This design comes from an exercise in tuning for small area, a short achievable clock period and few clock cycles on the open sky130 flow, not from production work.
RTL that was checked went through simulation tests only; none was proved equivalent to the original.
Only the layout flow was run in runs 1 to 3 and 5; the RTL was not checked for function there.
Power and IR drop assume default switching activity.

**design/flow/flow/run.sh**
```bash
#!/bin/bash
set -euo pipefail
MARGIN=$(cat flow/margin.txt)
sed -E "s/ SETUP_SLACK_MARGIN=[^ ]*//; s/CLKGATE_MAP_FILE= /CLKGATE_MAP_FILE= SETUP_SLACK_MARGIN=$MARGIN /" standard.sh > standard_margin.sh
grep -q "SETUP_SLACK_MARGIN=$MARGIN " standard_margin.sh
bash standard_margin.sh synth > make_synth.log 2>&1
bash standard_margin.sh finish > make_finish.log 2>&1
test -s out/final.def
```
**design/flow/flow/margin.txt**
```
6.8
```
**design/flow/standard.sh**
```bash
#!/bin/bash
# synth_recipe.tcl (not shown) runs the flow's synth.tcl, then flattens the netlist and writes it again
# the make line also repeats each setting of config.mk as NAME=value (left out here)
make -C /OpenROAD-flow-scripts/flow DESIGN_CONFIG=/design/flow/config.mk WORK_HOME=/design/flow/orfs CLKGATE_MAP_FILE= SYNTH_SCRIPT=/design/flow/synth_recipe.tcl "${@:-finish}"
```
**design/flow/config.mk**
```make
export PLATFORM = sky130hd
export DESIGN_NAME = raycast_column_texture_walker_core
export DESIGN_NICKNAME = raycast_column_texture_walker_core
export VERILOG_FILES = /design/flow/design.v
export SDC_FILE = /design/flow/constraint.sdc
export NUM_CORES = 4
export LEC_CHECK = 0
export CAP_MARGIN = 20
export CORE_MARGIN = 2
export CORE_UTILIZATION = 60
export SLEW_MARGIN = 20
```
**design/flow/constraint.sdc**
```tcl
create_clock -name core_clock -period 10.0 [get_ports {clk}]
set_input_delay 2.0000 -clock core_clock [delete_from_list [all_inputs] [get_ports {clk}]]
set_output_delay 2.0000 -clock core_clock [all_outputs]
set_load 0.01 [all_outputs]
```
**design/flow/design.v**
```verilog
`timescale 1ns / 1ps
`default_nettype none
package rctw_pkg;
  localparam int IN_TDATA_W  = 160;
  localparam int OUT_TDATA_W = 64;
  localparam int OUT_TUSER_W = 4;
  localparam int CFG_IDX_W   = 3;
  localparam int CFG_DATA_W  = 24;
  localparam int POS_W = 25;
  localparam logic [1:0] REGION_SKY   = 2'd0;
  localparam logic [1:0] REGION_WALL  = 2'd1;
  localparam logic [1:0] REGION_FLOOR = 2'd2;
endpackage
`default_nettype wire
`timescale 1ns / 1ps
`default_nettype none
module rctw_div (
  input  logic                      clk,
  input  logic                      rst_n,
  input  logic                      start,
  input  logic [8:0]                tex_width,
  input  logic [15:0]               line_height,
  input  logic [10:0]               draw_start,    
  input  logic [10:0]               half_height,   
  input  logic                      advance,       
  output logic                      busy,
  output logic                      busy_nxt,
  output logic                      prime,
  output logic [rctw_pkg::POS_W-1:0] position
);
  localparam int PW = rctw_pkg::POS_W;
  logic [4:0]    cnt_r;     
  logic [15:0]   div_r;
  logic [15:0]   rem_r;
  logic [PW-1:0] quo_r;     
  logic [16:0]   off_r;
  logic [PW-1:0] pos_r;
  logic          ph_sum;
  logic          ph_sub;
  logic          ph_div;
  logic          horner;
  logic [16:0]   trial;
  logic [16:0]   diff;
  logic          fits;
  logic [PW-1:0] add_a;
  logic [PW-1:0] add_b;
  logic [PW-1:0] pos_sum;
  logic [4:0] cnt_nxt;
  logic       ph_off;
  logic       busy_r;
  assign busy     = busy_r;
  assign cnt_nxt  = start ? 5'd1 : (!busy || prime) ? 5'd0 : cnt_r + 5'd1;
  assign busy_nxt = (cnt_nxt != 5'd0);
  assign trial = {rem_r, quo_r[PW-1]};
  assign diff  = trial - {1'b0, div_r};
  assign fits  = ~diff[16];
  always_comb begin
    if (ph_sum) begin
      add_a = {14'd0, draw_start};
      add_b = {10'd0, div_r[15:1]};    
    end else if (ph_sub) begin
      add_a = pos_r;
      add_b = ~{14'd0, half_height};
    end else if (horner) begin
      add_a = {pos_r[PW-2:0], 1'b0};
      add_b = quo_r[0] ? {{(PW-17){off_r[16]}}, off_r} : '0;
    end else begin
      add_a = pos_r;
      add_b = quo_r;
    end
  end
  logic [PW:0] pos_x;
  assign pos_x   = {add_a, 1'b1} + {add_b, ph_sub};
  assign pos_sum = pos_x[PW:1];
  always_ff @(posedge clk) begin
    if (!rst_n) begin
      cnt_r  <= '0;
      busy_r <= 1'b0;
      ph_sum <= 1'b0;
      ph_sub <= 1'b0;
      ph_off <= 1'b0;
      ph_div <= 1'b0;
      horner <= 1'b0;
      prime  <= 1'b0;
    end else begin
      cnt_r  <= cnt_nxt;
      busy_r <= busy_nxt;
      ph_sum <= (cnt_nxt == 5'd1);
      ph_sub <= (cnt_nxt == 5'd2);
      ph_off <= (cnt_nxt == 5'd3);
      ph_div <= (cnt_nxt >= 5'd3) && (cnt_nxt <= 5'd27);
      horner <= (cnt_nxt >= 5'd3) && (cnt_nxt <= 5'd28);
      prime  <= (cnt_nxt == 5'd29);
    end
  end
  always_ff @(posedge clk) begin
    if (start) begin
      quo_r <= {tex_width, 16'd0};
    end else if (ph_div) begin
      quo_r <= {quo_r[PW-2:0], fits};
    end
    if (busy || advance) begin
      pos_r <= pos_sum;
    end
  end
  always_ff @(posedge clk) begin
    if (start) begin
      div_r <= (line_height == 16'd0) ? 16'd1 : line_height;
      rem_r <= '0;
    end else if (ph_div) begin
      rem_r <= fits ? diff[15:0] : trial[15:0];
    end
    if (ph_off) begin
      off_r <= pos_r[16:0];
    end
  end
  assign position = pos_r;
endmodule
`default_nettype wire
`timescale 1ns / 1ps
`default_nettype none
module rctw_ctrl (
  input  logic        clk,
  input  logic        rst_n,
  input  logic        start,
  input  logic [23:0] perp,
  input  logic [17:0] dir,
  input  logic [15:0] pos_lo,
  input  logic [8:0]  tex_width,
  input  logic        mirror,
  input  logic        cnt_load,
  input  logic [11:0] cnt_value,
  input  logic        cnt_dec,
  output logic        cnt_one,
  output logic        busy,
  output logic        busy_nxt,
  output logic [7:0]  tex_col
);
  logic [5:0]  st_r;       
  logic [23:0] a_r;
  logic [23:0] m_r;
  logic [17:0] q_r;
  logic [15:0] f_r;
  logic [8:0]  tw_r;
  logic        mir_r;
  logic [5:0]  st_nxt;
  logic        ph_mul_r;
  logic        ph_last_r;    
  logic        ph_frac_r;
  logic        ph_col_r;
  logic        ph_mirr_r;
  logic        bit_en;
  logic        sub;
  logic [23:0] opnd;
  logic [24:0] sum;
  logic [15:0] f_sum;
  logic        busy_r;
  assign busy     = busy_r;
  assign st_nxt   = start ? 6'd1 : (!busy || ph_mirr_r) ? 6'd0 : st_r + 6'd1;
  assign busy_nxt = (st_nxt != 6'd0);
  always_ff @(posedge clk) begin
    if (!rst_n) begin
      st_r      <= '0;
      busy_r    <= 1'b0;
      ph_mul_r  <= 1'b0;
      ph_last_r <= 1'b0;
      ph_frac_r <= 1'b0;
      ph_col_r  <= 1'b0;
      ph_mirr_r <= 1'b0;
    end else begin
      st_r      <= st_nxt;
      busy_r    <= busy_nxt;
      ph_mul_r  <= (st_nxt >= 6'd1) && (st_nxt <= 6'd18);
      ph_last_r <= (st_nxt == 6'd18);
      ph_frac_r <= (st_nxt == 6'd19);
      ph_col_r  <= (st_nxt >= 6'd20) && (st_nxt <= 6'd35);
      ph_mirr_r <= (st_nxt == 6'd36);
    end
  end
  assign sub    = ph_last_r || ph_mirr_r;
  assign bit_en = (ph_mul_r && q_r[0]) || (ph_col_r && f_r[0]) || ph_mirr_r;
  assign opnd   = bit_en ? (m_r ^ {24{sub}}) : 24'd0;
  logic [25:0] sum_x;
  assign sum_x  = {1'b0, a_r, 1'b1} + {1'b0, opnd, bit_en & sub};
  assign sum    = sum_x[25:1];
  assign f_sum   = f_r + (busy ? {a_r[13:0], q_r[17:16]} : 16'hFFFF);
  assign cnt_one = (f_r == 16'd1);
  always_ff @(posedge clk) begin
    if (start) begin
      a_r[7:0] <= '0;
    end else if (busy) begin
      if (ph_mul_r || ph_col_r) begin
        a_r[7:0] <= sum[8:1];
      end else if (ph_frac_r) begin
        a_r[7:0] <= '0;
      end else if (ph_mirr_r && mir_r) begin
        a_r[7:0] <= ~sum[7:0];
      end
    end
  end
  always_ff @(posedge clk) begin
    if (start) begin
      a_r[23:8] <= '0;
      m_r       <= perp;
      q_r       <= dir;
      f_r       <= pos_lo;
      tw_r      <= tex_width;
      mir_r     <= mirror;
    end else if (busy) begin
      if (ph_mul_r || ph_col_r) begin
        a_r[23:8] <= sum[24:9];
      end else if (ph_frac_r) begin
        a_r[23:8] <= '0;
      end
      if (ph_mul_r) begin
        q_r <= {sum[0], q_r[17:1]};
      end
      if (ph_frac_r) begin
        f_r <= f_sum;
        m_r <= {15'd0, tw_r};
      end else if (ph_col_r) begin
        f_r <= {1'b0, f_r[15:1]};
      end
    end else if (cnt_load) begin
      f_r <= {4'd0, cnt_value};
    end else if (cnt_dec) begin
      f_r <= f_sum;
    end
  end
  assign tex_col = a_r[7:0];
endmodule
`default_nettype wire
`timescale 1ns / 1ps
`default_nettype none
module rctw_datapath (
  input  logic                            clk,
  input  logic                            rst_n,
  input  logic                            cfg_we,
  input  logic [rctw_pkg::CFG_IDX_W-1:0]  cfg_index,
  input  logic [rctw_pkg::CFG_DATA_W-1:0] cfg_data,
  input  logic                            in_tvalid,
  input  logic                            in_tuser,
  input  logic [rctw_pkg::IN_TDATA_W-1:0] in_tdata,
  output logic                            in_tready,
  output logic                            out_valid,
  input  logic                            out_ready,
  output logic [21:0]                     pixel_addr,
  output logic [15:0]                     texel_index,
  output logic [23:0]                     flat_color,
  output logic [1:0]                      region,
  output logic [1:0]                      texture_id,
  output logic                            last_row
);
  logic [8:0]  tex_width_r;
  logic [8:0]  hmask_r;         
  logic [11:0] screen_width_r;
  logic [11:0] screen_height_r;
  logic [23:0] sky_color_r;
  logic [23:0] floor_color_r;
  logic        sw_write;
  assign sw_write = cfg_we && (cfg_index == 3'd2);
  always_ff @(posedge clk) begin
    if (!rst_n) begin
      tex_width_r     <= 9'd64;
      hmask_r         <= 9'd63;
      screen_width_r  <= 12'd640;
      screen_height_r <= 12'd480;
      sky_color_r     <= '0;
      floor_color_r   <= '0;
    end else if (cfg_we) begin
      case (cfg_index)
        3'd0: tex_width_r     <= cfg_data[8:0];
        3'd1: hmask_r         <= cfg_data[8:0] - 9'd1;
        3'd2: screen_width_r  <= cfg_data[11:0];
        3'd3: screen_height_r <= cfg_data[11:0];
        3'd4: sky_color_r     <= cfg_data;
        3'd5: floor_color_r   <= cfg_data;
        default: ;
      endcase
    end
  end
  logic in_tready_r;
  logic col_acc;
  logic row_acc;
  assign in_tready = in_tready_r;
  assign col_acc   = in_tvalid && in_tready_r && !in_tuser;
  assign row_acc   = in_tvalid && in_tready_r && in_tuser;
  logic [10:0] column_r;
  logic [10:0] ds_r;
  logic [10:0] de_r;
  logic [1:0]  tsel_r;
  logic [11:0] rc_r;
  logic        side;
  logic        rdx_neg;
  logic        rdy_neg;
  assign side    = in_tdata[115];
  assign rdx_neg = in_tdata[72];
  assign rdy_neg = in_tdata[90];
  logic       busy_a;
  logic       busy_b;
  logic       busy_a_nxt;
  logic       busy_b_nxt;
  logic [7:0] tex_col;
  logic [24:0] tex_pos;
  logic       cnt_load;
  logic       cnt_dec;
  logic       cnt_one;
  logic       advance;
  logic       prime;
  rctw_ctrl u_col (
    .clk       (clk),
    .rst_n     (rst_n),
    .start     (col_acc),
    .perp      (in_tdata[114:91]),
    .dir       (side ? in_tdata[72:55] : in_tdata[90:73]),
    .pos_lo    (side ? in_tdata[26:11] : in_tdata[48:33]),
    .tex_width (tex_width_r),
    .mirror    (side ? rdy_neg : !rdx_neg),
    .cnt_load  (cnt_load),
    .cnt_value (rc_r),
    .cnt_dec   (cnt_dec),
    .cnt_one   (cnt_one),
    .busy      (busy_a),
    .busy_nxt  (busy_a_nxt),
    .tex_col   (tex_col)
  );
  rctw_div u_step (
    .clk         (clk),
    .rst_n       (rst_n),
    .start       (col_acc),
    .tex_width   (tex_width_r),
    .line_height (in_tdata[131:116]),
    .draw_start  (ds_r),
    .half_height (screen_height_r[11:1]),
    .advance     (advance),
    .busy        (busy_b),
    .busy_nxt    (busy_b_nxt),
    .prime       (prime),
    .position    (tex_pos)
  );
  logic        active;
  logic        is_sky;
  logic        is_wall;
  logic [11:0] rc_inc;
  logic        wall_inc;
  logic [15:0] texel;
  assign rc_inc     = rc_r + 12'd1;
  assign active     = !rc_r[11] && (rc_r < screen_height_r);
  assign is_sky     = rc_r < {1'b0, ds_r};
  assign is_wall    = !is_sky && (rc_r <= {1'b0, de_r});
  assign wall_inc   = (rc_inc >= {1'b0, ds_r}) && (rc_inc <= {1'b0, de_r});
  logic [15:0] cs_s_r;
  logic [15:0] cs_c_r;
  logic [8:0]  u_r;
  logic        tex_dirty_r;
  logic        fresh_r;      
  logic        reprime;
  logic        cs_load;
  logic [8:0]  u_raw;
  logic [8:0]  u;
  logic [10:0] tw3_r;        
  logic        tex_wr_r;     
  logic [15:0] pp [5];
  logic [15:0] l1s, l1c, l2s, l2c, l3s, l3c;
  logic [31:0] t1, t2, t3;
  function automatic logic [31:0] csa(input logic [15:0] a, input logic [15:0] b,
                                      input logic [15:0] c);
    logic [15:0] sm;
    logic [15:0] cy;
    sm = a ^ b ^ c;
    cy = (a & b) | (a & c) | (b & c);
    csa = {sm, cy[14:0], 1'b0};
  endfunction
  function automatic logic [15:0] pick(input logic [1:0] d, input logic [8:0] tw,
                                       input logic [10:0] tw3);
    case (d)
      2'd0:    pick = 16'd0;
      2'd1:    pick = {7'd0, tw};
      2'd2:    pick = {6'd0, tw, 1'b0};
      default: pick = {5'd0, tw3};
    endcase
  endfunction
  always_ff @(posedge clk) begin
    tw3_r <= {2'd0, tex_width_r} + {1'd0, tex_width_r, 1'b0};
  end
  assign u_raw = reprime ? u_r : tex_pos[24:16];
  assign u     = u_raw & hmask_r;
  always_comb begin
    for (int i = 0; i < 4; i++) begin
      pp[i] = pick(u[2*i+1 -: 2], tex_width_r, tw3_r) << (2 * i);
    end
    pp[4] = u[8] ? {tex_width_r[7:0], 8'd0} : 16'd0;
    t1  = csa(pp[0], pp[1], pp[2]);
    l1s = t1[31:16];
    l1c = t1[15:0];
    t2  = csa(pp[3], pp[4], l1s);
    l2s = t2[31:16];
    l2c = t2[15:0];
    t3  = csa(l1c, l2s, l2c);
    l3s = t3[31:16];
    l3c = t3[15:0];
  end
  assign texel = cs_s_r + cs_c_r + {8'd0, tex_col};
  logic        held_r;       
  logic        dirty_r;      
  logic        ff_r;         
  logic        o_valid_r;
  logic [21:0] o_addr_r;
  logic [15:0] o_texel_r;
  logic [23:0] o_flat_r;
  logic        o_wall_r;
  logic        o_floor_r;
  logic [1:0]  o_tsel_r;
  logic        o_last_r;
  logic        want;
  logic        can_gen;
  logic        fire;
  logic        held_nxt;
  logic        busy_nxt;
  logic        busy;
  logic        stall_nxt;
  logic        ff_step;
  logic        ff_begin;
  logic        ff_done;
  logic        rc_zero;
  assign rc_zero  = (rc_r == 12'd0);
  assign want     = (held_r || row_acc) && active;
  assign can_gen  = (!o_valid_r || out_ready) && !dirty_r && !tex_dirty_r
                 && !(is_wall && busy);
  assign fire     = want && can_gen;
  assign held_nxt = want && !can_gen;
  assign advance  = fire && is_wall;
  assign ff_begin = dirty_r && !ff_r && !busy_a && !col_acc;
  assign ff_step  = ff_r && !cnt_one && !col_acc;
  assign ff_done  = ff_r && cnt_one;
  assign cnt_load = ff_begin;
  assign cnt_dec  = ff_step;
  assign busy_nxt = busy_a_nxt || busy_b_nxt;
  assign busy     = busy_a || busy_b;
  always_comb begin
    if (col_acc) begin
      stall_nxt = (in_tdata[142:132] == 11'd0);
    end else if (fire) begin
      stall_nxt = busy_nxt && wall_inc;
    end else begin
      stall_nxt = busy_nxt && is_wall;
    end
  end
  always_ff @(posedge clk) begin
    if (!rst_n) begin
      in_tready_r <= 1'b1;
      held_r      <= 1'b0;
      dirty_r     <= 1'b0;
      ff_r        <= 1'b0;
      o_valid_r   <= 1'b0;
      column_r    <= '0;
      ds_r        <= '0;
      de_r        <= '0;
      tsel_r      <= '0;
      rc_r        <= '0;
    end else begin
      in_tready_r <= !held_nxt && !stall_nxt;
      held_r      <= held_nxt;
      if (fire) begin
        o_valid_r <= 1'b1;
      end else if (out_ready) begin
        o_valid_r <= 1'b0;
      end
      if (col_acc) begin
        column_r <= in_tdata[10:0];
        ds_r     <= in_tdata[142:132];
        de_r     <= in_tdata[153:143];
        tsel_r   <= side ? {1'b0, !rdy_neg} : {1'b1, !rdx_neg};
        rc_r     <= '0;
      end else if (fire) begin
        rc_r     <= rc_inc;
      end
      if (sw_write) begin
        dirty_r <= 1'b1;
      end else if (col_acc || (ff_begin && rc_zero) || ff_done) begin
        dirty_r <= 1'b0;
      end
      if (col_acc || ff_done || sw_write) begin
        ff_r <= 1'b0;
      end else if (ff_begin && !rc_zero) begin
        ff_r <= 1'b1;
      end
    end
  end
  assign reprime = tex_dirty_r && !tex_wr_r && !busy_b;
  assign cs_load = advance || prime || reprime;
  always_ff @(posedge clk) begin
    if (!rst_n) begin
      tex_dirty_r <= 1'b0;
      tex_wr_r    <= 1'b0;
      fresh_r     <= 1'b1;
    end else begin
      tex_wr_r <= cfg_we && (cfg_index[2:1] == 2'd0);
      if (cfg_we && (cfg_index[2:1] == 2'd0)) begin
        tex_dirty_r <= 1'b1;
      end else if (reprime) begin
        tex_dirty_r <= 1'b0;
      end
      if (col_acc) begin
        fresh_r <= 1'b0;
      end
    end
  end
  always_ff @(posedge clk) begin
    if (cs_load) begin
      cs_s_r <= l3s;
      cs_c_r <= l3c;
      u_r    <= u_raw;
    end
  end
  always_ff @(posedge clk) begin
    if (fire) begin
      o_addr_r  <= rc_zero ? {11'd0, column_r} : o_addr_r + {10'd0, screen_width_r};
      o_texel_r <= (is_wall && !fresh_r) ? texel : 16'd0;
      o_flat_r  <= is_sky ? sky_color_r : is_wall ? 24'd0 : floor_color_r;
      o_wall_r  <= is_wall;
      o_floor_r <= !is_sky && !is_wall;
      o_tsel_r  <= tsel_r;
      o_last_r  <= ({1'b0, rc_inc} == {1'b0, screen_height_r});
    end else if (ff_begin && !rc_zero) begin
      o_addr_r  <= {11'd0, column_r};
    end else if (ff_step) begin
      o_addr_r  <= o_addr_r + {10'd0, screen_width_r};
    end
  end
  assign out_valid   = o_valid_r;
  assign pixel_addr  = o_addr_r;
  assign texel_index = o_texel_r;
  assign flat_color  = o_flat_r;
  assign region      = {o_floor_r, o_wall_r};
  assign texture_id  = o_tsel_r;
  assign last_row    = o_last_r;
endmodule
`default_nettype wire
`timescale 1ns / 1ps
`default_nettype none
module raycast_column_texture_walker_core #(
  parameter int FRAC_BITS = 16
) (
  input  logic                             clk,
  input  logic                             rst_n,
  input  logic                             cfg_valid,
  output logic                             cfg_ready,
  input  logic [rctw_pkg::CFG_IDX_W-1:0]   cfg_index,
  input  logic [rctw_pkg::CFG_DATA_W-1:0]  cfg_data,
  input  logic                             in_tvalid,
  output logic                             in_tready,
  input  logic [rctw_pkg::IN_TDATA_W-1:0]  in_tdata,
  input  logic                             in_tuser,
  output logic                             out_tvalid,
  input  logic                             out_tready,
  output logic [rctw_pkg::OUT_TDATA_W-1:0] out_tdata,
  output logic [rctw_pkg::OUT_TUSER_W-1:0] out_tuser,
  output logic                             out_tlast
);
  logic [21:0] pixel_addr;
  logic [15:0] texel_index;
  logic [23:0] flat_color;
  logic [1:0]  region;
  logic [1:0]  texture_id;
  assign cfg_ready = 1'b1;
  rctw_datapath u_dp (
    .clk         (clk),
    .rst_n       (rst_n),
    .cfg_we      (cfg_valid),
    .cfg_index   (cfg_index),
    .cfg_data    (cfg_data),
    .in_tvalid   (in_tvalid),
    .in_tuser    (in_tuser),
    .in_tdata    (in_tdata),
    .in_tready   (in_tready),
    .out_valid   (out_tvalid),
    .out_ready   (out_tready),
    .pixel_addr  (pixel_addr),
    .texel_index (texel_index),
    .flat_color  (flat_color),
    .region      (region),
    .texture_id  (texture_id),
    .last_row    (out_tlast)
  );
  assign out_tdata = {2'd0, flat_color, texel_index, pixel_addr};
  assign out_tuser = {texture_id, region};
endmodule
`default_nettype wire
```
==> impl_metrics.toml, run 1 <==
[run_status]
status = "finished clean"

[placed_design]
dpl.hpwl_um = 54200
gp_congestion = 0.930
io_buffers = 243
pre_cts_ws_ns = 4.43
dpl.cell_count = 3742

[clocking]
htree_levels = 2
clk_path_buf_depth = 3
cts_hold_buffers = 0
cts_buffers = 51
clk_pin_slew_worst_paths_ns = 0.06
cts_tree = "done"
root_buffer = "clkbuf_16"
insertion_delay_ns = 0.63
cts_sinks = 475

[setup_path]
critPathMaxStageDelay_ns = 0.53
r2r_start = "u_dp.u_step.busy_r$_SDFF_PN0_"
rrSetupSlack_ns = 6.45
crit_type = "flip-flop to flip-flop"
crit_arrival_ns = 3.92
crit_start = "u_dp.u_step.busy_r$_SDFF_PN0_"
reg2regPathDepth = 13
crit_slowest_cell = "fa_2"
crit_required_ns = 10.37
critical_path.endpoint_type = "flip-flop"
path_buf_inv = 5
crit_family = "adder cells"
path_max_fanout = 5
startpoint_type = "flip-flop"
rr_endpoint = "u_dp.cs_s_r[10]$_DFFE_PP_"
path_cells = "nor3b_4, buf_4, buf_6, buf_16, mux2i_1, inv_1, nand2_4, and2_4, a21oi_1, fa_1, inv_1, fa_2, fa_2"

[sta]
fin_crit_ns = 3.55
setup_tns_ns = 0
timing.final.ws_setup_ns = 6.45
tightestPinTransition_ns = 0.873
rsz0062_at_grt = "true"
hold_viol_final = 0
max_freq_mhz = 281
slew_viol_final = 0
clock_skew_ns = 0.0231
finalSetupViolCount = 0
fin_crit_sh = 0.355
maxSlewHeadroom = 0.417

[routing]
drc = 0
routed_wl_um = 87400
firstDrtPassIters = 6
vias = 25100
antenna_left = 0
drt_first_iter_violations = 2394
wl_per_cell_um = 21.6
via_per_inst = 6.20

[run]
drv_cap = 0

[synthesis]
synth_seq_cells = 475
syn_inst = 3048
yosys_warnings = 4
synth_edf_count = 239
synthFlopType = "edfxtp_1"
yosysUniqueCellTypes = 78
syn_area_um2 = 28200
synth.most_common_cell = "nand2_1"
synth_common_cells = "nand2_1 (471), a21oi_1 (259), edfxtp_1 (239)"
synth_top_cell_area_share = 0.254
yosys-top-cells-area = "edfxtp_1 (25%), dfxtp_1 (17%), ha_1 (8.8%), nand2_1 (6.3%), a21oi_1 (4.6%)"
synth_top_cell_by_area = "edfxtp_1"
synth_seq_area_share = 0.421
async_reset_ff_frac = 0
syn_avg_cell_area_um2 = 9.27

[global_routing]
grt_max_degree = 84
grt_overflow_total = 0
grt_pass1_vias = 24100
antenna_found_initial = 3
grt_use_total = 0.337
grt_pass1_wl_um = 132000

[die]
die_y_um = 221
die_w_um = 221
start_util = 0.608
rows = 79
ios = 265
core_area_um2 = 46500
die_area_um2 = 48800

[layout]
multiInputGateArea_um2 = 16800
regArea_um2 = 12000
final_util = 0.779
layout.nets = 3824
drive_above_1_share = 0.190
final_cells = 4052
nFillCells = 3143
area_growth_pct = 28.1

[pwr]
max-vdd-ir-drop_uv = 142
pwr_density_cell_nw_per_um2 = 170
fin_total_pwr_uw = 6130
leakage_uw = 0.0147

[worst_hold_path]
holdCritPathClass = "flip-flop to flip-flop"
min_to = "u_dp.o_tsel_r[1]$_DFFE_PN_"
min_path_cells = 0
hp-start = "u_dp.tsel_r[1]$_SDFFE_PN0P_"
[layout by cell type, fill, tap and decap left out, drive strengths merged, types with 114 or more instances in the layout]
master / n
a21oi: 259
buf: 281
clkdlybuf4s50: 163
dfxtp: 236
edfxtp: 239
ha: 198
inv: 114
mux2i: 127
nand2: 471
nor2: 220
o21ai: 138
[final cells by class]
cell class,count,area share
clock buffers,76,0.0415
multi-input cells,2295,0.464
inverters,114,0.0132
well taps,607,0.0210
clock inverters,19,0.00581
flip-flops and latches,475,0.330
repair inverters,4,0.00138
diodes,2,0.000138
repair buffers,460,0.123
[metrics by stage]
stage          instance area, µm²  hold WS (ns)
2_1_floorplan               28700         0.375
3_3_place_gp                31200         0.413
3_5_place_dp                31200         0.416
4_1_cts                     34900         0.433
5_1_grt                     36200         0.443
6_report                    36200         0.433
[worst max-delay path by stage]
stage                                  endpoint  cells after the start
global placement    u_dp.in_tready_r$_SDFF_PN1_                     11
CTS                  u_dp.o_addr_r[3]$_DFFE_PP_                      7
floorplan            u_dp.o_addr_r[4]$_DFFE_PP_                      8
detailed placement  u_dp.in_tready_r$_SDFF_PN1_                     11
global route          u_dp.cs_s_r[10]$_DFFE_PP_                     13
finish                u_dp.cs_s_r[10]$_DFFE_PP_                     13
[state kept, by name, summed over array words and instances (netlist names), 11 cells and up]
name                  cells
u_dp.u_step.div_r        16
u_dp.sky_color_r         24
u_dp.u_col.q_r           18
u_dp.column_r            11
u_dp.u_col.f_r           16
u_dp.u_col.a_r           24
u_dp.cs_s_r              16
u_dp.cs_c_r              12
u_dp.de_r                11
u_dp.o_texel_r           16
u_dp.screen_width_r      12
u_dp.o_flat_r            24
u_dp.rc_r                12
u_dp.u_step.rem_r        16
u_dp.tw3_r               11
u_dp.u_col.m_r           24
u_dp.u_step.pos_r        25
u_dp.o_addr_r            22
u_dp.screen_height_r     12
u_dp.u_step.off_r        17
u_dp.ds_r                11
u_dp.u_step.quo_r        25
u_dp.floor_color_r       24
[cell families after synthesis]
logic type      after synthesis  share of synthesized area
compound gates              716                      0.163
xor+xnor                    158                     0.0490
fa+ha+maj                   230                      0.110
buf+inv                     291                     0.0398
flops                       475                      0.421
mux                         143                     0.0514
other cells                   2                   0.000266
simple gates               1033                      0.165
[repair_timing]
| action | in CTS | in global routing |
|---|---|---|
| setup buffers | 117 | 67 |
| setup endpoints to repair | 606 | 330 |
| gates resized for setup | 501 | 177 |
| hold endpoints to repair | 0 | 0 |
| pin swaps | 79 | 79 |
| cloned | 27 | 2 |
[layer usage]
| metal | part of all wire | vias up | global-route usage | wire length, µm |
|---|---|---|---|---|
| met5 | 0 | - | 0 | 0 |
| met4 | 0.044 | 0 | 0.119 | 3830 |
| met3 | 0.076 | 241 | 0.0507 | 6600 |
| met2 | 0.48 | 1141 | 0.576 | 42000 |
| met1 | 0.40 | 12100 | 0.437 | 35000 |
| li1 | - | 11600 | - | - |
[where the power goes]
part	internal, µW	switching, µW	total, µW
registers	2260	132	2390
clock network	1100	825	1920
logic	825	990	1820
==> run 2: changes to the inputs <==
--- a/design/flow/design.v
+++ b/design/flow/design.v
@@ -347,6 +347,17 @@
   assign rc_inc     = rc_r + 12'd1;
-  assign active     = !rc_r[11] && (rc_r < screen_height_r);
-  assign is_sky     = rc_r < {1'b0, ds_r};
-  assign is_wall    = !is_sky && (rc_r <= {1'b0, de_r});
-  assign wall_inc   = (rc_inc >= {1'b0, ds_r}) && (rc_inc <= {1'b0, de_r});
+  logic        sky_r;
+  logic        wall_r;
+  logic        act_r;
+  logic        sky_inc;
+  logic        act_inc;
+  logic        sh_write;
+  logic [11:0] sh_new;
+  assign active     = act_r;
+  assign is_sky     = sky_r;
+  assign is_wall    = wall_r;
+  assign sky_inc    = rc_inc < {1'b0, ds_r};
+  assign wall_inc   = !sky_inc && (rc_inc <= {1'b0, de_r});
+  assign act_inc    = !rc_inc[11] && (rc_inc < screen_height_r);
+  assign sh_write   = cfg_we && (cfg_index == 3'd3);
+  assign sh_new     = cfg_data[11:0];
   logic [15:0] cs_s_r;
@@ -409,3 +420,3 @@
   logic [15:0] o_texel_r;
-  logic [23:0] o_flat_r;
+  logic        o_sky_r;
   logic        o_wall_r;
@@ -426,2 +437,5 @@
   assign rc_zero  = (rc_r == 12'd0);
+  logic [21:0] addr_nxt;
+  assign addr_nxt = (rc_zero || (dirty_r && !ff_r)) ? {11'd0, column_r}
+                  : o_addr_r + {10'd0, screen_width_r};
   assign want     = (held_r || row_acc) && active;
@@ -456,2 +470,5 @@
       column_r    <= '0;
+      sky_r       <= 1'b0;
+      wall_r      <= 1'b1;
+      act_r       <= 1'b1;
       ds_r        <= '0;
@@ -469,2 +486,16 @@
       if (col_acc) begin
+        sky_r  <= (in_tdata[142:132] != 11'd0);
+        wall_r <= (in_tdata[142:132] == 11'd0);
+      end else if (fire) begin
+        sky_r  <= sky_inc;
+        wall_r <= wall_inc;
+      end
+      if (sh_write) begin
+        act_r <= !rc_r[11] && (rc_r < sh_new);
+      end else if (col_acc) begin
+        act_r <= (screen_height_r != 12'd0);
+      end else if (fire) begin
+        act_r <= act_inc;
+      end
+      if (col_acc) begin
         column_r <= in_tdata[10:0];
@@ -517,5 +548,5 @@
     if (fire) begin
-      o_addr_r  <= rc_zero ? {11'd0, column_r} : o_addr_r + {10'd0, screen_width_r};
+      o_addr_r  <= addr_nxt;
       o_texel_r <= (is_wall && !fresh_r) ? texel : 16'd0;
-      o_flat_r  <= is_sky ? sky_color_r : is_wall ? 24'd0 : floor_color_r;
+      o_sky_r   <= is_sky;
       o_wall_r  <= is_wall;
@@ -524,6 +555,4 @@
       o_last_r  <= ({1'b0, rc_inc} == {1'b0, screen_height_r});
-    end else if (ff_begin && !rc_zero) begin
-      o_addr_r  <= {11'd0, column_r};
-    end else if (ff_step) begin
-      o_addr_r  <= o_addr_r + {10'd0, screen_width_r};
+    end else if ((ff_begin && !rc_zero) || ff_step) begin
+      o_addr_r  <= addr_nxt;
     end
@@ -533,3 +562,3 @@
   assign texel_index = o_texel_r;
-  assign flat_color  = o_flat_r;
+  assign flat_color  = ({24{o_sky_r}} & sky_color_r) | ({24{o_floor_r}} & floor_color_r);
   assign region      = {o_floor_r, o_wall_r};
==> design/flow/flow/margin.txt (replaced) <==
6.5
==> impl_metrics.toml, run 2 <==
[setup_path]
crit_family = "buffers and inverters"
cp_common_cell = "buf_2"
path_max_fanout = 4
critPathMaxStageDelay_ns = 0.44
crit_type = "flip-flop to output port"
critical_path.endpoint_type = "output port"
path_cells = "buf_4, buf_2, a22o_1, buf_2"
crit_arrival_ns = 1.70
cp.depth = 4
startpoint_type = "flip-flop"
reg2regPathDepth = 13
path_buf_inv = 3
crit_required_ns = 8.00
crit_slowest_cell = "edfxtp_1"

[layout]
layout_common_cells = "nand2_1 (467), dfxtp_1 (230), edfxtp_1 (216)"
multiInputGateArea_um2 = 15600
regArea_um2 = 11300
reg_top3 = "u_dp.u_step.pos_r x25, u_dp.u_step.quo_r x25"
area_growth_pct = 20.5
layout.nets = 3630
final_cells = 3861
design_area_um2 = 33200
final_common_cell = "nand2_1"
drive_above_1_share = 0.0969
nFillCells = 3338

[sta]
clock_skew_ns = 0.0210
setup_tns_ns = 0
fin_crit_ns = 3.70
fin_crit_sh = 0.370
max_freq_mhz = 271
slew_viol_final = 0
tightestPinTransition_ns = 1.10
finalSetupViolCount = 0
timing.final.ws_setup_ns = 6.30
rsz0062_at_grt = "true"
hold_viol_final = 0
maxSlewHeadroom = 0.270

[global_routing]
grt_pass1_vias = 22100
antenna_found_initial = 0
grt_max_degree = 87
grt_overflow_total = 0
grt_use_total = 0.312
grt_pass1_wl_um = 118000

[synthesis]
synthAdderAreaFrac = 0.108
synth.most_common_cell = "nand2_1"
synth_edf_count = 216
synth-compound-area-share = 0.182
synth_seq_cells = 455
async_reset_ff_frac = 0
synth_common_cells = "nand2_1 (477), dfxtp_1 (239), edfxtp_1 (216)"
syn_avg_cell_area_um2 = 9.18
muxShareOfSynthArea = 0.0493
yosys_warnings = 4
yosys-top-cells-area = "edfxtp_1 (24%), dfxtp_1 (17%), ha_1 (8.5%), nand2_1 (6.5%), mux2i_1 (4.7%)"
synth_seq_area_share = 0.410
synth_top_cell_by_area = "edfxtp_1"
synth_top_cell_area_share = 0.236
syn_area_um2 = 27500
synth_simple_gate_area_frac = 0.158
syn_inst = 2998
yosysUniqueCellTypes = 77
synthFlopType = "dfxtp_1"
synth_xor_area_frac = 0.0500
synth_top_family_by_area = "compound AO/OA/AOI/OAI gates"

[clocking]
root_buffer = "clkbuf_16"
cts_tree = "done"
clk_path_buf_depth = 3
insertion_delay_ns = 0.61
clk_pin_slew_worst_paths_ns = 0.06
htree_levels = 2
cts_sinks = 455
cts_buffers = 50

[routing]
firstDrtPassIters = 5
vias = 23400
drt_first_iter_violations = 2110
antenna_left = 0
via_per_inst = 6.06
drc = 0
wl_per_cell_um = 20.0
routed_wl_um = 77200

[run]
drv_cap = 0

[die]
core_area_um2 = 45300
rows = 78
die_w_um = 218
die_y_um = 218
start_util = 0.608
ios = 265
die_area_um2 = 47600

[run_status]
status = "finished clean"

[placed_design]
io_buffers = 243
dpl.cell_count = 3680
place_area_um2 = 30200
gp_congestion = 0.917
pre_cts_ws_ns = 4.32
dpl.hpwl_um = 51100

[pwr]
fin_total_pwr_uw = 5610
max-vdd-ir-drop_uv = 152
leakage_uw = 0.0134
pwr_density_cell_nw_per_um2 = 169

[worst_hold_path]
holdCritPathClass = "flip-flop to flip-flop"
min_path_cells = 2
[run 2: metrics by stage]
stage                util  hold slack (ns)
floorplan               -            0.376
global placement    0.667            0.418
detailed placement  0.667            0.430
CTS                 0.715            0.440
global route        0.732            0.447
finish              0.732            0.440
[run 2: cell type report]
class	count	area share
flip-flops and latches	455	0.341
diodes	1	0.0000755
clock inverters	23	0.00721
inverters	129	0.0161
multi-input cells	2243	0.469
repair buffers	337	0.100
well taps	600	0.0226
clock buffers	70	0.0428
repair inverters	3	0.00113
[run 2: worst reg2reg max path, stage by stage (launching register included)]
cell	delay, ns
edfxtp_1	0.46
a22o_1	0.29
nor2_4	0.14
buf_8	0.16
nor2_1	0.09
fa_1	0.45
a21o_1	0.23
a221oi_4	0.30
a2bb2oi_2	0.22
a211oi_1	0.11
or3b_1	0.43
a311o_1	0.41
nand4b_1	0.10
o211ai_1	0.10
[run 2: per-layer routing]
| metal | global-route usage | vias to the layer above | routed length (µm) |
|---|---|---|---|
| li1 | - | 11100 | - |
| met2 | 0.523 | 929 | 36600 |
| met1 | 0.416 | 11200 | 32700 |
| met3 | 0.0408 | 177 | 5310 |
| met5 | 0 | - | 0 |
| met4 | 0.107 | 0 | 2600 |
[run 2: path summary, 6_finish.rpt]
kind / startpoint / endpoint / slack [ns]
worst max register to register: u_dp.u_col.f_r[0]$_DFFE_PP_ / u_dp.u_col.a_r[22]$_SDFFE_PP0P_ / 6.39
worst max-delay path: u_dp.o_floor_r$_DFFE_PP_ / out_tdata[39] / 6.30
worst min register to register: u_dp.fresh_r$_SDFFE_PN1P_ / u_dp.fresh_r$_SDFFE_PN1P_ / 0.44
worst min-delay path: u_dp.fresh_r$_SDFFE_PN1P_ / u_dp.fresh_r$_SDFFE_PN1P_ / 0.44
[run 2: cells by family (layout without fill, tap and decap cells)]
family | count (synthesis) | in the layout
other | 2 | 4
buffers and inverters | 308 | 562
AOI/OAI and AO/OA | 756 | 761
and+or+nand+nor | 967 | 969
adders and majority gates | 218 | 218
xor gates and xnor gates | 157 | 157
muxes | 135 | 135
DFF | 455 | 455
[run 2: report_power, final]
| group | total, µW | internal (µW) | switching [µW] |
|---|---|---|---|
| registers | 2280 | 2150 | 127 |
| logic | 1460 | 651 | 805 |
| clock network | 1870 | 1100 | 775 |
| total | 5610 | 3900 | 1710 |
[run 2: timing repair]
item,CTS,global route
setup buffers,30,40
setup endpoints to repair,335,149
cloned,10,6
resized for setup,202,91
hold buffers,0,0
hold endpoints to repair,0,0
pin swaps,21,28
==> run 3: changes to the inputs <==
--- a/design/flow/config.mk
+++ b/design/flow/config.mk
@@ -9,3 +9,3 @@
 export CORE_MARGIN = 2
-export CORE_UTILIZATION = 60
+export CORE_UTILIZATION = 70
 export SLEW_MARGIN = 20
==> impl_metrics.toml, run 3 <==
[run_status]
status = "finished clean"

[sta]
maxSlewHeadroom = 0.312
slew_viol_final = 0
timing.final.ws_setup_ns = 6.22
setup_tns_ns = 0
clock_skew_ns = 0.0168
tightestPinTransition_ns = 1.03
max_freq_mhz = 265
hold_viol_final = 0
finalSetupViolCount = 0
fin_crit_ns = 3.78
rsz0062_at_grt = "true"
fin_crit_sh = 0.378
hold_slack_ns = 0.439

[global_routing]
grt_use_met3 = 0.0630
grt_busiest_layer = "met2"
grt_pass1_wl_um = 123000
grt_pass1_vias = 23500
grt_use_total = 0.376
grt_overflow_total = 0
grt_max_degree = 79
antenna_found_initial = 0
met2_usage = 0.634
grt_util_met1 = 0.482

[die]
die_y_um = 202
rows = 72
die_w_um = 202
die_area_um2 = 40900
core_area_um2 = 38700
start_util = 0.710
ios = 265

[clocking]
clk_path_buf_depth = 3
cts_sinks = 455
clk_pin_slew_worst_paths_ns = 0.06
cts_tree = "done"
cts_hold_buffers = 0
cts_buffers = 49
root_buffer = "clkbuf_16"
htree_levels = 2
insertion_delay_ns = 0.61

[layout]
final_common_cell = "nand2_1"
nFillCells = 2165
area_growth_pct = 20.6
reg_top3 = "u_dp.u_step.pos_r x25, u_dp.u_step.quo_r x25"
layout.nets = 3631
multiInputGateArea_um2 = 15500
design_area_um2 = 33200
drive_above_1_share = 0.0923
layout_common_cells = "nand2_1 (467), dfxtp_1 (227), edfxtp_1 (216)"
regArea_um2 = 11300

[synthesis]
syn_area_um2 = 27500
async_reset_ff_frac = 0
yosys_warnings = 4
yosysUniqueCellTypes = 77
synth_seq_cells = 455
synth_top_cell_by_area = "edfxtp_1"
synth.most_common_cell = "nand2_1"
syn_inst = 2998
yosys-top-cells-area = "edfxtp_1 (24%), dfxtp_1 (17%), ha_1 (8.5%), nand2_1 (6.5%), mux2i_1 (4.7%)"
synth_seq_area_share = 0.410
synthFlopType = "dfxtp_1"
syn_avg_cell_area_um2 = 9.18
synth_common_cells = "nand2_1 (477), dfxtp_1 (239), edfxtp_1 (216)"
synth_edf_count = 216
synth_top_cell_area_share = 0.236

[routing]
drt_first_iter_violations = 2556
via_per_inst = 6.44
antenna_left = 0
vias = 24300
wl_per_cell_um = 21.3
routed_wl_um = 80400
firstDrtPassIters = 8
drc = 0

[placed_design]
pre_cts_ws_ns = 4.54
gp_congestion = 0.942
io_buffers = 243
dpl.hpwl_um = 50700
place_area_um2 = 30100

[setup_path]
crit_type = "flip-flop to output port"
crit_start = "u_dp.o_floor_r$_DFFE_PP_"
startpoint_type = "flip-flop"
path_cells = "buf_4, a22o_1, dlygate4sd2_1"
critPathMaxStageDelay_ns = 0.42
crit_slowest_cell = "edfxtp_1"
crit_family = "buffers and inverters"
rrSetupSlack_ns = 6.39
reg2regPathDepth = 13
crit_arrival_ns = 1.78
endpoint = "out_tdata[47]"
cp.depth = 3
path_max_fanout = 13
rr_endpoint = "u_dp.u_step.pos_r[24]$_DFFE_PP_"
crit_required_ns = 8.00
r2r_start = "u_dp.u_step.horner$_SDFF_PN0_"
critical_path.endpoint_type = "output port"
path_buf_inv = 2

[pwr]
max-vdd-ir-drop_uv = 160
leakage_uw = 0.0136
fin_total_pwr_uw = 5690
pwr_density_cell_nw_per_um2 = 172

[worst_hold_path]
holdCritPathClass = "flip-flop to flip-flop"

[run]
drv_cap = 0
[run 3: cell counts after synthesis]
No cell type changed its count.
[run 3: what timing repair did]
item                       in CTS  in global routing
resized for setup             140                 78
gates cloned                   13                  4
pin swaps                      16                 32
setup buffers                  31                 40
setup endpoints to repair     377                163
[run 3: cell families (layout without fill, tap and decap cells)]
| family | Yosys count | count (layout) | synth area share |
|---|---|---|---|
| and+or+nand+nor | 967 | 968 | 0.158 |
| AOI/OAI and AO/OA | 756 | 760 | 0.182 |
| buffers and inverters | 308 | 565 | 0.0432 |
| xor gates and xnor gates | 157 | 157 | 0.0500 |
| adders and majority gates | 218 | 218 | 0.108 |
| muxes | 135 | 135 | 0.0493 |
| other | 2 | 4 | 0.000273 |
| DFF | 455 | 455 | 0.410 |
[run 3: through the flow]
| step | utilization | cells |
|---|---|---|
| 3_3_place_gp | 0.777 | 3599 |
| 4_1_cts | 0.839 | 3735 |
| 2_1_floorplan | - | 2999 |
| 6_report | 0.857 | 3780 |
| 3_5_place_dp | 0.777 | 3599 |
| 5_1_grt | 0.857 | 3779 |
[run 3: worst reg2reg max path, stage by stage (launching register included)]
cell,delay (ns)
dfxtp_4,0.39
and2_4,0.25
a221oi_2,0.32
a211oi_2,0.10
a21o_1,0.19
ha_1,0.34
and3_1,0.24
and3_1,0.19
a211oi_2,0.26
nor2_1,0.13
a41oi_2,0.30
a41o_1,0.29
mux2i_1,0.09
a221o_1,0.26
[run 3: worst min-delay path by stage]
stage / start / endpoint / slack (ns) / cells past startpoint
6_report: u_dp.fresh_r$_SDFFE_PN1P_ / u_dp.fresh_r$_SDFFE_PN1P_ / 0.44 / 2
5_1_grt: u_dp.tsel_r[1]$_SDFFE_PN0P_ / u_dp.o_tsel_r[1]$_DFFE_PP_ / 0.47 / 0
4_1_cts: u_dp.fresh_r$_SDFFE_PN1P_ / u_dp.fresh_r$_SDFFE_PN1P_ / 0.44 / 2
3_5_place_dp: u_dp.tsel_r[1]$_SDFFE_PN0P_ / u_dp.o_tsel_r[1]$_DFFE_PP_ / 0.44 / 0
3_3_place_gp: u_dp.tsel_r[1]$_SDFFE_PN0P_ / u_dp.o_tsel_r[1]$_DFFE_PP_ / 0.42 / 0
2_1_floorplan: u_dp.tex_width_r[0]$_SDFFE_PN0P_ / u_dp.tw3_r[0]$_DFF_P_ / 0.38 / 0
[run 3: area by class of cell]
cell class                 instances  area share
sequential                       455       0.340
antenna                            1   0.0000754
timing repair inverter             3     0.00113
clock inverter                    21     0.00765
multi-input combinational       2241       0.468
tap                              518      0.0195
clock buffer                      71      0.0437
timing repair buffer             341       0.103
inverter                         129      0.0162
[run 3: power by group]
group / total (µW) / internal, µW / switching (µW)
Clock: 1920 / 1140 / 782
Combinational: 1490 / 651 / 842
Sequential: 2280 / 2150 / 123
[run 3: metal layers]
| layer | up-vias | wire, µm |
|---|---|---|
| li1 | 11100 | - |
| met1 | 11600 | 30700 |
| met2 | 1334 | 38200 |
| met3 | 294 | 7570 |
| met4 | 0 | 3920 |
| met5 | - | 0 |
==> run 4: changes to the inputs <==
--- a/design/flow/design.v
+++ b/design/flow/design.v
@@ -420,3 +420,3 @@
   logic [15:0] o_texel_r;
-  logic        o_sky_r;
+  logic [23:0] o_flat_r;
   logic        o_wall_r;
@@ -550,3 +550,3 @@
       o_texel_r <= (is_wall && !fresh_r) ? texel : 16'd0;
-      o_sky_r   <= is_sky;
+      o_flat_r  <= is_sky ? sky_color_r : is_wall ? 24'd0 : floor_color_r;
       o_wall_r  <= is_wall;
@@ -562,3 +562,3 @@
   assign texel_index = o_texel_r;
-  assign flat_color  = ({24{o_sky_r}} & sky_color_r) | ({24{o_floor_r}} & floor_color_r);
+  assign flat_color  = o_flat_r;
   assign region      = {o_floor_r, o_wall_r};
--- a/design/flow/config.mk
+++ b/design/flow/config.mk
@@ -9,3 +9,3 @@
 export CORE_MARGIN = 2
-export CORE_UTILIZATION = 70
+export CORE_UTILIZATION = 60
 export SLEW_MARGIN = 20
==> impl_metrics.toml, run 4 <==
[sta]
fin_crit_ns = 3.66
slew_viol_final = 0
rsz0062_at_grt = "true"
timing.final.ws_setup_ns = 6.34
setup_tns_ns = 0
tightestPinTransition_ns = 1.03
max_freq_mhz = 273
hold_viol_final = 0
finalSetupViolCount = 0
clock_skew_ns = 0.0390
maxSlewHeadroom = 0.314
fin_crit_sh = 0.366

[clocking]
cts_buffers = 52
clk_path_buf_depth = 3
cts_hold_buffers = 0
insertion_delay_ns = 0.61
root_buffer = "clkbuf_16"
cts_sinks = 478
clk_pin_slew_worst_paths_ns = 0.06
htree_levels = 2
cts_tree = "done"

[pwr]
fin_total_pwr_uw = 5930
clockPowerShare = 0.320
p_sw_uw = 1830
combPwrFrac = 0.274
leakage_uw = 0.0141
max-vdd-ir-drop_uv = 169
seq_power_share = 0.407
intPower_uw = 4110
pwr_density_cell_nw_per_um2 = 171
p_sw_frac = 0.308

[global_routing]
grt_pass1_wl_um = 121000
antenna_found_initial = 2
grt_use_total = 0.319
grt_max_degree = 84
grt_pass1_vias = 22500
grt_overflow_total = 0

[layout]
layout.nets = 3684
final_util = 0.748
reg_top3 = "u_dp.u_step.pos_r x25, u_dp.u_step.quo_r x25"
area_growth_pct = 23.9
drive_above_1_share = 0.120
layout_common_cells = "nand2_1 (483), edfxtp_1 (239), dfxtp_1 (225)"
final_cells = 3926
final_common_cell = "nand2_1"

[setup_path]
crit_required_ns = 10.35
path_max_fanout = 5
critical_path.endpoint_type = "flip-flop"
reg2regPathDepth = 16
r2r_start = "u_dp.u_step.horner$_SDFF_PN0_"
startpoint_type = "flip-flop"
rr_endpoint = "u_dp.u_step.pos_r[22]$_DFFE_PP_"
crit_arrival_ns = 4.01
rrSetupSlack_ns = 6.34
crit_type = "flip-flop to flip-flop"
crit_start = "u_dp.u_step.horner$_SDFF_PN0_"

[synthesis]
synth_top_cell_area_share = 0.257
synthFlopType = "edfxtp_1"
syn_inst = 2990
synth_seq_cells = 478
async_reset_ff_frac = 0
yosys-top-cells-area = "edfxtp_1 (26%), dfxtp_1 (17%), ha_1 (8.3%), nand2_1 (6.6%), mux2i_1 (4.5%)"
syn_area_um2 = 27900
synth_top_cell_by_area = "edfxtp_1"
synth_edf_count = 239
yosys_warnings = 4
syn_avg_cell_area_um2 = 9.34
synth.most_common_cell = "nand2_1"
synth_common_cells = "nand2_1 (490), dfxtp_1 (239), edfxtp_1 (239)"
yosysUniqueCellTypes = 79
synth_seq_area_share = 0.428

[routing]
wl_per_cell_um = 20.3
via_per_inst = 6.03
routed_wl_um = 79800
firstDrtPassIters = 5
drt_first_iter_violations = 1817
antenna_left = 0
vias = 23700
drc = 0

[worst_hold_path]
min_path_cells = 0
holdCritPathClass = "flip-flop to flip-flop"
min_to = "u_dp.o_tsel_r[0]$_DFFE_PP_"
hp-start = "u_dp.tsel_r[0]$_SDFFE_PN0P_"

[die]
rows = 79
start_util = 0.604
die_w_um = 220
ios = 265
die_area_um2 = 48300
die_y_um = 220
core_area_um2 = 46300

[placed_design]
dpl.hpwl_um = 51000
dpl.cell_count = 3692
gp_congestion = 0.901
io_buffers = 243
pre_cts_ws_ns = 4.21

[run]
drv_cap = 0

[run_status]
status = "finished clean"
run 4: cell count changes in the layout (fill, tap and decap cells not counted), moves of 8 or more:
cell	delta
buf_4	+43
edfxtp_1	+23
dlygate4sd2_1	-22
o21ai_0	-21
a22o_1	-16
clkdlybuf4s50_1	+16
nand2_1	+16
a21oi_1	-13
a31oi_1	-9
ha_1	-8
o31ai_1	-8
run 4: what timing repair did:
action                                  in CTS  in global routing
endpoints found under the setup margin     387                164
pin swaps                                   43                 50
setup buffers                               60                 51
cloned                                      20                  3
resized for setup                          169                 97
endpoints found under the hold margin        0                  0
run 4: stage by stage:
stage,cell area [µm²],hold WS [ns]
floorplan,28200,0.375
global placement,30800,0.419
detailed placement,30800,0.420
CTS,33800,0.433
global route,34600,0.449
finish,34600,0.438
run 4: per-layer routing:
metal / track usage / vias to the layer above / routed length [µm]
met4: 0.142 / 0 / 3660
met3: 0.0581 / 222 / 5750
met2: 0.529 / 896 / 37800
met1: 0.408 / 11400 / 32600
met5: 0 / - / 0
li1: - / 11200 / -
run 4: power by group through the flow:
stage	clock (µW)	sequential, µW	combinational (µW)
5_1_grt	1990	2430	1770
6_report	1900	2410	1620
4_1_cts	1910	2410	1520
3_5_place_dp	0	2450	1390
2_1_floorplan	0	2410	1020
3_3_place_gp	0	2440	1350
run 4: layout make-up:
cell class | instances | area [µm²]
multi-input cells | 2216 | 15600
flip-flops and latches | 478 | 12000
fillers | 3414 | 11600
repair buffers | 391 | 3940
clock buffers | 68 | 1500
well taps | 607 | 759
inverters | 131 | 561
clock inverters | 29 | 198
repair inverters | 3 | 26.3
diodes | 3 | 7.51
run 4: worst max path at each step:
| stage | endpoint | slack, ns | depth (start not counted) |
|---|---|---|---|
| 2_1_floorplan | u_dp.o_addr_r[0]$_DFFE_PP_ | 5.87 | 7 |
| 3_3_place_gp | u_dp.u_col.f_r[11]$_DFFE_PP_ | 4.38 | 10 |
| 3_5_place_dp | u_dp.u_col.f_r[11]$_DFFE_PP_ | 4.21 | 9 |
| 4_1_cts | u_dp.u_col.f_r[4]$_DFFE_PP_ | 6.44 | 10 |
| 5_1_grt | u_dp.u_step.pos_r[24]$_DFFE_PP_ | 6.20 | 16 |
| 6_report | u_dp.u_step.pos_r[22]$_DFFE_PP_ | 6.34 | 16 |
run 4: logic make-up after synthesis:
logic type / Yosys count / synth area share
XOR/XNOR: 158 / 0.0495
buffers and inverters: 304 / 0.0419
multiplexers: 133 / 0.0480
other: 2 / 0.000269
flip-flops: 478 / 0.428
adder cells (fa/ha/maj): 218 / 0.106
AO/OA/AOI/OAI: 722 / 0.171
AND/OR/NAND/NOR: 975 / 0.155
run 4: critical path, cell delays in order (launching register included):
cell and delay, ns:
dfxtp_4 0.43, clkinv_8 0.09, buf_8 0.15, o211ai_1 0.20
o21ai_1 0.12, nor2_1 0.20, a21oi_2 0.07, ha_1 0.36
a211oi_2 0.19, o21bai_1 0.13, nand3_1 0.15, nand2_2 0.10
a41o_1 0.28, o41a_1 0.45, a31oi_4 0.25, nor2b_4 0.18
xnor2_1 0.06
Testbench counts of run 4, summed over its fixed seeds: cycles 28,167.
==> run 5: changes to the inputs <==
--- a/design/flow/design.v
+++ b/design/flow/design.v
@@ -136,2 +136,3 @@
   output logic        busy_nxt,
+  output logic        tex_load,
   output logic [7:0]  tex_col
@@ -158,3 +159,5 @@
   assign busy     = busy_r;
-  assign st_nxt   = start ? 6'd1 : (!busy || ph_mirr_r) ? 6'd0 : st_r + 6'd1;
+  logic        ph_tex_r;
+  assign st_nxt   = start ? 6'd1 : (!busy || ph_tex_r) ? 6'd0 : st_r + 6'd1;
+  assign tex_load = ph_tex_r;
   assign busy_nxt = (st_nxt != 6'd0);
@@ -169,2 +172,3 @@
       ph_mirr_r <= 1'b0;
+      ph_tex_r  <= 1'b0;
     end else begin
@@ -177,2 +181,3 @@
       ph_mirr_r <= (st_nxt == 6'd36);
+      ph_tex_r  <= (st_nxt == 6'd37);
     end
@@ -309,2 +314,3 @@
   logic       prime;
+  logic       tex_load;
   rctw_ctrl u_col (
@@ -324,2 +330,3 @@
     .busy_nxt  (busy_a_nxt),
+    .tex_load  (tex_load),
     .tex_col   (tex_col)
@@ -353,3 +360,5 @@
   logic        sh_write;
-  logic [11:0] sh_new;
+  logic        sh_dirty_r;
+  logic        act_lt;
+  logic        last_eq;
   assign active     = act_r;
@@ -359,5 +368,6 @@
   assign wall_inc   = !sky_inc && (rc_inc <= {1'b0, de_r});
-  assign act_inc    = !rc_inc[11] && (rc_inc < screen_height_r);
+  assign act_lt     = rc_inc < screen_height_r;
+  assign last_eq    = (rc_inc == screen_height_r);
+  assign act_inc    = !rc_inc[11] && act_lt;
   assign sh_write   = cfg_we && (cfg_index == 3'd3);
-  assign sh_new     = cfg_data[11:0];
   logic [15:0] cs_s_r;
@@ -373,5 +383,5 @@
   logic        tex_wr_r;     
-  logic [15:0] pp [5];
-  logic [15:0] l1s, l1c, l2s, l2c, l3s, l3c;
-  logic [31:0] t1, t2, t3;
+  logic [15:0] pp [6];
+  logic [15:0] l1s, l1c, l2s, l2c, l3s, l3c, l4s, l4c;
+  logic [31:0] t1, t2, t3, t4;
   function automatic logic [31:0] csa(input logic [15:0] a, input logic [15:0] b,
@@ -396,3 +406,3 @@
   end
-  assign u_raw = reprime ? u_r : tex_pos[24:16];
+  assign u_raw = (reprime || tex_load) ? u_r : tex_pos[24:16];
   assign u     = u_raw & hmask_r;
@@ -403,2 +413,3 @@
     pp[4] = u[8] ? {tex_width_r[7:0], 8'd0} : 16'd0;
+    pp[5] = {8'd0, tex_col};
     t1  = csa(pp[0], pp[1], pp[2]);
@@ -406,10 +417,13 @@
     l1c = t1[15:0];
-    t2  = csa(pp[3], pp[4], l1s);
+    t2  = csa(pp[3], pp[4], pp[5]);
     l2s = t2[31:16];
     l2c = t2[15:0];
-    t3  = csa(l1c, l2s, l2c);
+    t3  = csa(l1s, l1c, l2s);
     l3s = t3[31:16];
     l3c = t3[15:0];
+    t4  = csa(l3s, l3c, l2c);
+    l4s = t4[31:16];
+    l4c = t4[15:0];
   end
-  assign texel = cs_s_r + cs_c_r + {8'd0, tex_col};
+  assign texel = cs_s_r + cs_c_r;
   logic        held_r;       
@@ -420,3 +434,3 @@
   logic [15:0] o_texel_r;
-  logic [23:0] o_flat_r;
+  logic        o_sky_r;
   logic        o_wall_r;
@@ -441,6 +455,6 @@
   assign want     = (held_r || row_acc) && active;
-  assign can_gen  = (!o_valid_r || out_ready) && !dirty_r && !tex_dirty_r
+  assign can_gen  = (!o_valid_r || out_ready) && !dirty_r && !tex_dirty_r && !sh_dirty_r
                  && !(is_wall && busy);
   assign fire     = want && can_gen;
-  assign held_nxt = want && !can_gen;
+  assign held_nxt = (held_r || row_acc) && (active || sh_dirty_r) && !can_gen;
   assign advance  = fire && is_wall;
@@ -471,2 +485,3 @@
       sky_r       <= 1'b0;
+      sh_dirty_r  <= 1'b0;
       wall_r      <= 1'b1;
@@ -492,6 +507,7 @@
       end
-      if (sh_write) begin
-        act_r <= !rc_r[11] && (rc_r < sh_new);
-      end else if (col_acc) begin
+      sh_dirty_r <= sh_write;
+      if (col_acc) begin
         act_r <= (screen_height_r != 12'd0);
+      end else if (sh_dirty_r) begin
+        act_r <= !rc_r[11] && (act_lt || last_eq);
       end else if (fire) begin
@@ -520,4 +536,4 @@
   end
-  assign reprime = tex_dirty_r && !tex_wr_r && !busy_b;
-  assign cs_load = advance || prime || reprime;
+  assign reprime = tex_dirty_r && !tex_wr_r && !busy_a && !busy_b;
+  assign cs_load = advance || tex_load || reprime;
   always_ff @(posedge clk) begin
@@ -541,5 +557,7 @@
     if (cs_load) begin
-      cs_s_r <= l3s;
-      cs_c_r <= l3c;
-      u_r    <= u_raw;
+      cs_s_r <= l4s;
+      cs_c_r <= l4c;
+    end
+    if (advance || prime) begin
+      u_r <= tex_pos[24:16];
     end
@@ -550,3 +568,3 @@
       o_texel_r <= (is_wall && !fresh_r) ? texel : 16'd0;
-      o_flat_r  <= is_sky ? sky_color_r : is_wall ? 24'd0 : floor_color_r;
+      o_sky_r   <= is_sky;
       o_wall_r  <= is_wall;
@@ -554,3 +572,3 @@
       o_tsel_r  <= tsel_r;
-      o_last_r  <= ({1'b0, rc_inc} == {1'b0, screen_height_r});
+      o_last_r  <= last_eq;
     end else if ((ff_begin && !rc_zero) || ff_step) begin
@@ -562,3 +580,3 @@
   assign texel_index = o_texel_r;
-  assign flat_color  = o_flat_r;
+  assign flat_color  = ({24{o_sky_r}} & sky_color_r) | ({24{o_floor_r}} & floor_color_r);
   assign region      = {o_floor_r, o_wall_r};
--- a/design/flow/config.mk
+++ b/design/flow/config.mk
@@ -9,3 +9,3 @@
 export CORE_MARGIN = 2
-export CORE_UTILIZATION = 60
+export CORE_UTILIZATION = 70
 export SLEW_MARGIN = 20
==> impl_metrics.toml, run 5 <==
[clocking]
clk_path_buf_depth = 3
insertion_delay_ns = 0.60
clk_pin_slew_worst_paths_ns = 0.06
root_buffer = "clkbuf_16"
htree_levels = 2
cts_hold_buffers = 0
cts_buffers = 48
cts_sinks = 459
cts_tree = "done"

[die]
die_w_um = 202
rows = 72
core_area_um2 = 38600
start_util = 0.710
die_area_um2 = 40800
ios = 265
die_y_um = 202

[global_routing]
antenna_found_initial = 2
grt_overflow_total = 0
grt_use_total = 0.381
grt_pass1_vias = 24400
grt_max_degree = 89
grt_pass1_wl_um = 125000

[synthesis]
synth.most_common_cell = "nand2_1"
synth_seq_area_share = 0.414
synth_top_cell_area_share = 0.239
yosys_warnings = 4
async_reset_ff_frac = 0
synth_common_cells = "nand2_1 (508), a21oi_1 (299), dfxtp_1 (241)"
syn_inst = 3073
synth_top_cell_by_area = "edfxtp_1"
synthFlopType = "dfxtp_1"
syn_area_um2 = 27400
yosys-top-cells-area = "edfxtp_1 (24%), dfxtp_1 (18%), ha_1 (8.0%), nand2_1 (6.9%), a21oi_1 (5.5%)"
synth_seq_cells = 459
yosysUniqueCellTypes = 91
syn_avg_cell_area_um2 = 8.93
synth_edf_count = 218

[routing]
routed_wl_um = 83700
wl_per_cell_um = 21.7
drc = 0
firstDrtPassIters = 7
antenna_left = 0
vias = 25200
drt_first_iter_violations = 2924
via_per_inst = 6.54

[sta]
fin_crit_ns = 3.74
rsz0062_at_grt = "true"
hold_viol_final = 0
clock_skew_ns = 0.0279
maxSlewHeadroom = 0.297
max_freq_mhz = 267
slew_viol_final = 0
finalSetupViolCount = 0
fin_crit_sh = 0.374
tightestPinTransition_ns = 1.06
setup_tns_ns = 0

[run_status]
status = "finished clean"

[setup_path]
startpoint_type = "flip-flop"
crit_required_ns = 8.00
path_cells = "buf_6, a22o_1, dlygate4sd2_1"
path_max_fanout = 12
path_buf_inv = 2
critical_path.endpoint_type = "output port"
critPathMaxStageDelay_ns = 0.42
crit_arrival_ns = 1.74
crit_type = "flip-flop to output port"
crit_slowest_cell = "edfxtp_1"
crit_family = "buffers and inverters"

[run]
drv_cap = 0

[pwr]
pwr_density_cell_nw_per_um2 = 178
leakage_uw = 0.0135
fin_total_pwr_uw = 5930
max-vdd-ir-drop_uv = 174

[layout]
final_cells = 3852
reg_top3 = "u_dp.u_step.pos_r x25, u_dp.u_step.quo_r x25"
area_growth_pct = 21.4
layout_common_cells = "nand2_1 (498), a21oi_1 (286), dfxtp_1 (231)"
drive_above_1_share = 0.104
design_area_um2 = 33300
layout.nets = 3694
final_util = 0.862
final_common_cell = "nand2_1"

[placed_design]
dpl.cell_count = 3669
gp_congestion = 0.946
dpl.hpwl_um = 51600
place_area_um2 = 30100
io_buffers = 243

[worst_hold_path]
holdCritPathClass = "flip-flop to flip-flop"
-- run 5: cells by family after synthesis --
| logic type | after synthesis | share of synthesized area |
|---|---|---|
| fa+ha+maj | 208 | 0.104 |
| simple gates | 1074 | 0.179 |
| flops | 459 | 0.414 |
| mux | 143 | 0.0525 |
| xor+xnor | 142 | 0.0453 |
| other cells | 2 | 0.000274 |
| buf+inv | 324 | 0.0458 |
| compound gates | 721 | 0.159 |
-- run 5: where the power goes --
group | total (µW) | internal, µW | switching [µW] | leakage (µW)
registers | 2340 | 2200 | 143 | 0.00401
logic | 1680 | 725 | 951 | 0.00862
clock network | 1910 | 1130 | 776 | 0.000835
total | 5930 | 4060 | 1870 | 0.0135
-- run 5: metrics by stage --
| stage | setup WS [ns] | hold slack [ns] |
|---|---|---|
| CTS | 6.26 | 0.438 |
| global placement | 4.60 | 0.414 |
| global route | 6.22 | 0.451 |
| floorplan | 5.99 | 0.376 |
| detailed placement | 4.59 | 0.425 |
| finish | 6.26 | 0.440 |
-- run 5: metal layers --
metal / vias to the layer above / share of wire / track usage
li1: 11300 / - / -
met1: 12000 / 0.37 / 0.473
met2: 1581 / 0.48 / 0.639
met3: 372 / 0.099 / 0.0695
met4: 0 / 0.052 / 0.195
met5: - / 0 / 0
-- run 5: timing repair --
action | CTS | global route
buffers inserted | 48 | 23
resized for setup | 171 | 103
pin swaps | 14 | 42
setup endpoints to repair | 512 | 125
cloned | 15 | 6
-- run 5: final cells by class --
class / count / area [µm²]
multi-input cells: 2298 / 15500
flip-flops and latches: 459 / 11400
fillers: 2038 / 5340
repair buffers: 344 / 3470
clock buffers: 70 / 1440
well taps: 518 / 648
inverters: 139 / 572
clock inverters: 19 / 238
repair inverters: 3 / 40.0
diodes: 2 / 5.00
-- run 5: path summary, 6_finish.rpt --
kind	startpoint	endpoint	slack [ns]	depth (start not counted)
min	u_dp.tsel_r[0]$_SDFFE_PN0P_	u_dp.o_tsel_r[0]$_DFFE_PP_	0.44	0
max reg2reg	u_dp.u_col.busy_r$_SDFF_PN0_	u_dp.cs_s_r[10]$_DFFE_PP_	6.27	14
max	u_dp.o_sky_r$_DFFE_PP_	out_tdata[46]	6.26	3
min reg2reg	u_dp.tsel_r[0]$_SDFFE_PN0P_	u_dp.o_tsel_r[0]$_DFFE_PP_	0.44	0

-- re-timing with driven ports --
Ports are ideal in the flow. The routed layouts listed here were re-timed in OpenROAD.
Step 1: set_driving_cell puts a clkbuf_16 on clk and a buf_2 on each other input, an assumption about the parent block.
Step 2 adds t to the input delays and takes it off the output delays; t is the mean of the earliest and latest rising clock arrival at the registers after step 1. Input paths then give back, and output paths get back, about the clock's delay inside the block.
a / b / c = no drivers / after step 1 / after step 2; a / b = the first two.
run | t (ns) | slack for setup (ns) | worst setup path after step 2 | slew at the worst register clock pin (ns) | cell pins on the clock port's net
run 1 | 0.684 | 6.446 / 6.446 / 6.000 | input to register | 0.06 / 0.06 | 1
run 2 | 0.656 | 6.304 / 6.244 / 5.751 | input to register | 0.06 / 0.06 | 1
run 3 | 0.665 | 6.224 / 6.163 / 5.837 | input to register | 0.07 / 0.07 | 1
run 4 | 0.651 | 6.338 / 6.338 / 5.916 | input to register | 0.06 / 0.06 | 1
run 5 | 0.649 | 6.260 / 6.202 / 5.933 | input to register | 0.07 / 0.07 | 1
After both steps every run listed still meets setup and hold. The setup slack of run 2, which loses most, moves by -0.060 ns with the drivers and by -0.553 ns with both steps.
